Background: an optimization exercise with open tools, aiming at small area, a short achievable clock period and few clock cycles. Do not read the settings as production practice. Function was checked by simulation only, so behaviour that the tests miss may differ from the original. No activity file was given, so power comes from the tool's default toggle rates.

==> flow/design.v, too long to show whole: its modules and the start of the top module <==
// module mips32_pipe_core_p: 1841 lines
module mips32_pipe_core_p #(
    parameter int XLEN       = 32,
    parameter int ADDR_W     = 10,
    parameter int RESET_PC   = 0,
    parameter int FORWARD_EN = 1,
    parameter int CNT_W      = 32
) (
    input  logic              clock,
    input  logic              reset,
    output logic [ADDR_W-1:0] imem_addr,
    input  logic [31:0]       imem_rdata,
    output logic [ADDR_W-1:0] dmem_addr,
    output logic [XLEN-1:0]   dmem_wdata,
    output logic              dmem_we,
    input  logic [XLEN-1:0]   dmem_rdata,
    output logic              halted,
    output logic [CNT_W-1:0]  retired
);
  // ...
==> flow/flow/run.sh <==
#!/bin/bash
# The standard layout (standard.sh), with two changes to how it is made:
#  - the timing repair steps aim for a setup margin (the clock period and
#    constraints stay the standard flow's);
#  - the port buffers are plain buffers instead of the library's pick.
set -euo pipefail
export SETUP_SLACK_MARGIN=8
export BUFFER_PORTS_ARGS="-buffer_cell sky130_fd_sc_hd__buf_2"
bash standard.sh > standard_flow.log 2>&1
==> flow/standard.sh <==
#!/bin/bash
# synth_recipe.tcl (not shown) runs the flow's synth.tcl, then flattens the netlist and writes it again
# the make line also repeats each setting of config.mk as NAME=value (left out here)
make -C /OpenROAD-flow-scripts/flow DESIGN_CONFIG=/design/flow/config.mk WORK_HOME=/design/flow/orfs CLKGATE_MAP_FILE= SYNTH_SCRIPT=/design/flow/synth_recipe.tcl "${@:-finish}"
==> flow/config.mk <==
export PLATFORM = sky130hd
export DESIGN_NAME = mips32_pipe_core_p
export DESIGN_NICKNAME = mips32_pipe_core_p
export VERILOG_FILES = /design/flow/design.v
export SDC_FILE = /design/flow/constraint.sdc
export NUM_CORES = 4
export LEC_CHECK = 0
export CAP_MARGIN = 20
export CORE_MARGIN = 2
export CORE_UTILIZATION = 40
export CTS_CLUSTER_SIZE = 30
export PLACE_DENSITY = 0.5
export SLEW_MARGIN = 20
==> flow/constraint.sdc <==
create_clock -name core_clock -period 12.0 [get_ports {clock}]
set_input_delay 2.4000 -clock core_clock [delete_from_list [all_inputs] [get_ports {clock}]]
set_output_delay 2.4000 -clock core_clock [all_outputs]
set_load 0.01 [all_outputs]
==> flow_metrics.tcl, run 1 <==
set metrics [dict create \
    outcome "finished clean" \
    clock_cell_area_share_pct 6.08 \
    p_switching_mw 10.4 \
    coreArea_um2 190000 \
    final-max-slew-violation-count 0 \
    final.period_utilization_pct 35.0 \
    cp-endpoint "r_mq30_0" \
    cp-end-kind "flip-flop" \
    path_class "reg2reg" \
    critical_path.max_stage_delay_ns 0.64 \
    slew_headroom_pct 5.78 \
    final_common_cell "edfxtp_1" \
    ys.flop_type "edfxtp_1" \
    critPathArrivalTime_ns 4.90 \
    dpl.hpwl_um 243000 \
    seq_cell_count 1479 \
    synth_cell_type_count 78 \
    synth_seq_area_share_pct 52.6 \
    multiInputGateArea_um2 35600 \
    fin_tns_setup_ns 0 \
    sh_seq_area_pct 43.7 \
    hold_viol 0 \
    fillers 17100 \
    p_comb_share_pct 49.6 \
    finalClockSkew_ns 0.0587 \
    clock.fmax_mhz 238 \
    cts.path.max_buffers 3 \
    power.internal_mw 13.9 \
    highest_layer "met5" \
    clk_pin_slew_worst_paths_ns 0.06 \
    n_antenna_cell 8 \
    crit_chain "mux2i_4, nand3_4, xnor2_1, and2_4, a221oi_4, fa_2, inv_1, fa_1, fa_1, fa_1" \
]
Testbench counts, summed over its fixed seeds: cycles 78,428.
==> run 2: changes to the inputs <==
--- a/flow/flow/run.sh
+++ b/flow/flow/run.sh
@@ -6,3 +6,3 @@
 set -euo pipefail
-export SETUP_SLACK_MARGIN=8
+export SETUP_SLACK_MARGIN=7
 export BUFFER_PORTS_ARGS="-buffer_cell sky130_fd_sc_hd__buf_2"
==> run 2 against run 1 <==
- still clean
- synthesized cell count unchanged
- first-iteration DRC count fell by 1.4%
- final cell count down 3.0%
- maximum frequency decreased by 15%
- clock-buffer cell count increased by 4
- register-to-register slack got worse by 0.75 ns
- sequential power is essentially flat
- global-route usage down 1.3 points
- design area shrank 6.4%
- total power fell by 7.0%
- area after synthesis unchanged
- critical path type unchanged
- highest routed layer unchanged
==> flow_metrics.tcl, run 2 <==
set metrics [dict create \
    crit_fanout 14 \
    netlist_instances 6830 \
    ys_top_cells_by_count "edfxtp_1, clkbuf_1, a21oi_1" \
    synth_area_leader_cell "edfxtp_1" \
    clk_latency_ns 0.85 \
    synth.area.top_cells "edfxtp_1, dfxtp_1, a221oi_1" \
    cpMostUsedCell "fa_1" \
    drive_above_1_share_pct 12.8 \
    initial_core_util_pct 40.3 \
    synth.net_count 7232 \
    antenna_found_initial 23 \
    timing.critical_path.buf_inv 2 \
    whs_ns 0.346 \
    row_count 160 \
    fin_nets 7217 \
    hold_viol 0 \
    finalClockSkew_ns 0.0625 \
    cp-end-kind "flip-flop" \
    wl_per_cell_um 42.0 \
    grt_pass1_vias 63500 \
    fin_tns_setup_ns 0 \
    grt_use_total_pct 39.6 \
    cap_violations 0 \
    path_class "reg2reg" \
    root_buffer "clkbuf_16" \
    yosysMostFrequentCell "edfxtp_1" \
    cp-start-kind "flip-flop" \
    cts.path.max_buffers 3 \
    die_area_um2 195000 \
    synth_seq_area_share_pct 52.6 \
    largest_reg_flops 992 \
    drt_wl_total_um 397000 \
    firstDrtPassIters 11 \
    post-place-ws_ns 6.64 \
    final-max-slew-violation-count 0 \
    fillers 17500 \
    gp_congestion 0.964 \
    yosysWarnings 34 \
    final_cell_mix "edfxtp_1, a21oi_1, a221oi_1, nand2_1, dfxtp_1" \
    grt_max_degree 69 \
    initialDrtViolationCount 13000 \
    viasPerCell 7.17 \
    dpl.hpwl_um 242000 \
    ant_nets 0 \
    timing.final.ws_setup_ns 7.05 \
    fin_crit_ns 4.95 \
    crit_family "adder cells" \
    ys.flop_type "edfxtp_1" \
    grt.overflow.total 0 \
    io_pins 152 \
    mappedNetlistArea_um2 76600 \
    hold_path_class "reg2reg" \
    avgSynthCellArea_um2 11.2 \
    die_h_um 442 \
    vdd_drop_max_mv 0.326 \
    die_w_um 442 \
    tritoncts "yes" \
    ys_seq_elements 1479 \
    async_flop_share_pct 0 \
    final_common_cell "edfxtp_1" \
    cp.required_ns 12.69 \
    syn_to_final_growth_pct 13.1 \
    drc 0 \
    synth_top_area_share_pct 41.8 \
    synth_cell_type_count 78 \
    grt_pass1_wl_um 534000 \
    slew_headroom_pct 13.1 \
    crit_slowest_cell "a221oi_1" \
    coreArea_um2 190000 \
    powerDensity_nw_per_um2 261 \
    clk_pin_slew_worst_paths_ns 0.06 \
    synth_edf_count 1065 \
    htree_levels 4 \
    portBuffers 151 \
    numCtsBuffers 164 \
    clock.fmax_mhz 202 \
    rsz0062_at_grt "false" \
    setup_viol 0 \
    worstMarginPinSlew_ns 1.29 \
    leakage_nw 31.2 \
    regMostFlops "r_rf" \
    vias 67900 \
    clock-sinks 1479 \
    critPathArrivalTime_ns 5.64 \
    critical_path.max_stage_delay_ns 0.76 \
    final.period_utilization_pct 41.3 \
    crit_chain "mux2i_1, nand3_2, nor2_2, buf_4, nand2_1, o21ai_0, a21oi_1, a221oi_1, fa_1, inv_1, fa_1, fa_1" \
    outcome "finished clean" \
]
==> run 2: cell counts after synthesis <==
Identical to the previous run, type by type.
==> run 2: path summary, 6_finish.rpt <==
kind / from / slack, ns / depth (start not counted) / end
worst max-delay path: r_exmem_alu[16] / 7.05 / 12 / r_mq28_0
worst min-delay path: r_idex_mul / 0.35 / 0 / r_exmem_mul
worst min register to register: r_idex_mul / 0.35 / 0 / r_exmem_mul
worst max register to register: r_exmem_alu[16] / 7.05 / 12 / r_mq28_0
==> run 2: cells by family (layout without fill, tap and decap cells) <==
group                    after synthesis  after routing  share of synthesized area [%]
AND/OR/NAND/NOR                     1297           1297                           8.11
multiplexers                          98             99                           1.44
AO/OA/AOI/OAI                       2497           2497                           23.1
XOR/XNOR                             262            262                           3.03
flip-flops                          1479           1479                           52.6
adder cells (fa/ha/maj)              337            337                           7.40
other                                  0              9                              0
buffers and inverters                860            978                           4.35
==> run 2: what timing repair did <==
action	in CTS	in global routing
setup buffers	0	6
setup endpoints to repair	29	41
hold buffers	0	0
pin swaps	0	1
cloned	1	1
resized for setup	18	44
==> run 2: power breakdown <==
part | total, mW | internal [mW] | leakage, nW | switching (mW)
Clock | 5.12 | 2.89 | 2.62 | 2.24
Combinational | 10.6 | 3.66 | 14.1 | 6.93
Sequential | 6.89 | 6.36 | 14.4 | 0.529
==> run 2: cell type report <==
cell class	instances	area (µm²)	share of cell area, %
Sequential cell	1479	40300	46.6
Multi-Input combinational cell	4492	33900	39.1
Clock buffer	200	4360	5.04
Tap cell	2511	3140	3.63
Timing Repair Buffer	422	2850	3.29
Clock inverter	100	1020	1.18
Inverter	255	986	1.14
Antenna cell	9	22.5	0.0260
Timing Repair inverter	1	5.00	0.00578
==> run 2: metal layers <==
layer | wire length, µm | GRT usage [%] | vias up | share of wire [%]
met4 | 35400 | 28.6 | 30 | 8.9
li1 | - | - | 26700 | -
met3 | 48000 | 11.6 | 1717 | 12
met2 | 173000 | 60.1 | 5837 | 44
met5 | 203 | 0 | - | 0.051
met1 | 140000 | 48.2 | 33600 | 35
==> run 2: worst reg2reg max path, delay by kind of cell, from the launching register on <==
family / cells / cell delay [ns]
mux: 1 / 0.31
fa+ha+maj: 3 / 1.44
compound gates: 3 / 0.94
simple gates: 3 / 1.06
buf+inv: 2 / 0.35
flops: 1 / 0.74
==> run 2: stage by stage <==
step / power (mW) / cell area, µm² / util [%] / cells
after CTS: 22.3 / 86300 / 45.4 / 9452
after detailed placement: 17.1 / 80800 / 42.5 / 9151
after floorplan: 12.9 / 76600 / - / 6830
after global placement: 17.1 / 80800 / 42.5 / 9150
after global routing: 23.6 / 86600 / 45.5 / 9463
final: 22.6 / 86600 / 45.5 / 9469

static timing again, ports no longer ideal:
No port has a modelled driver above. Below, the same layouts with a new extraction and two added sets of constraints.
Step 1 assumes that a clkbuf_16 drives the clock port and a buf_2 every other input.
Step 2 moves the port delays by t, midway between the first and last clock arrival at a register: inputs arrive t later, outputs are due t later. That takes back most of the time a late clock gives input paths.
Three values: no drivers, after step 1, after step 2; two values: the first two.
run | t, ns | setup slack, ns | worst setup path at the end | worst data-port slew with drivers (ns) | pins driven straight from the clock port
run 1 | 0.920 | 7.796 / 7.796 / 7.796 | register to register | 0.08 | 1
run 2 | 0.907 | 7.050 / 7.050 / 7.050 | register to register | 0.06 | 1
After both steps setup and hold are still met in every run listed.
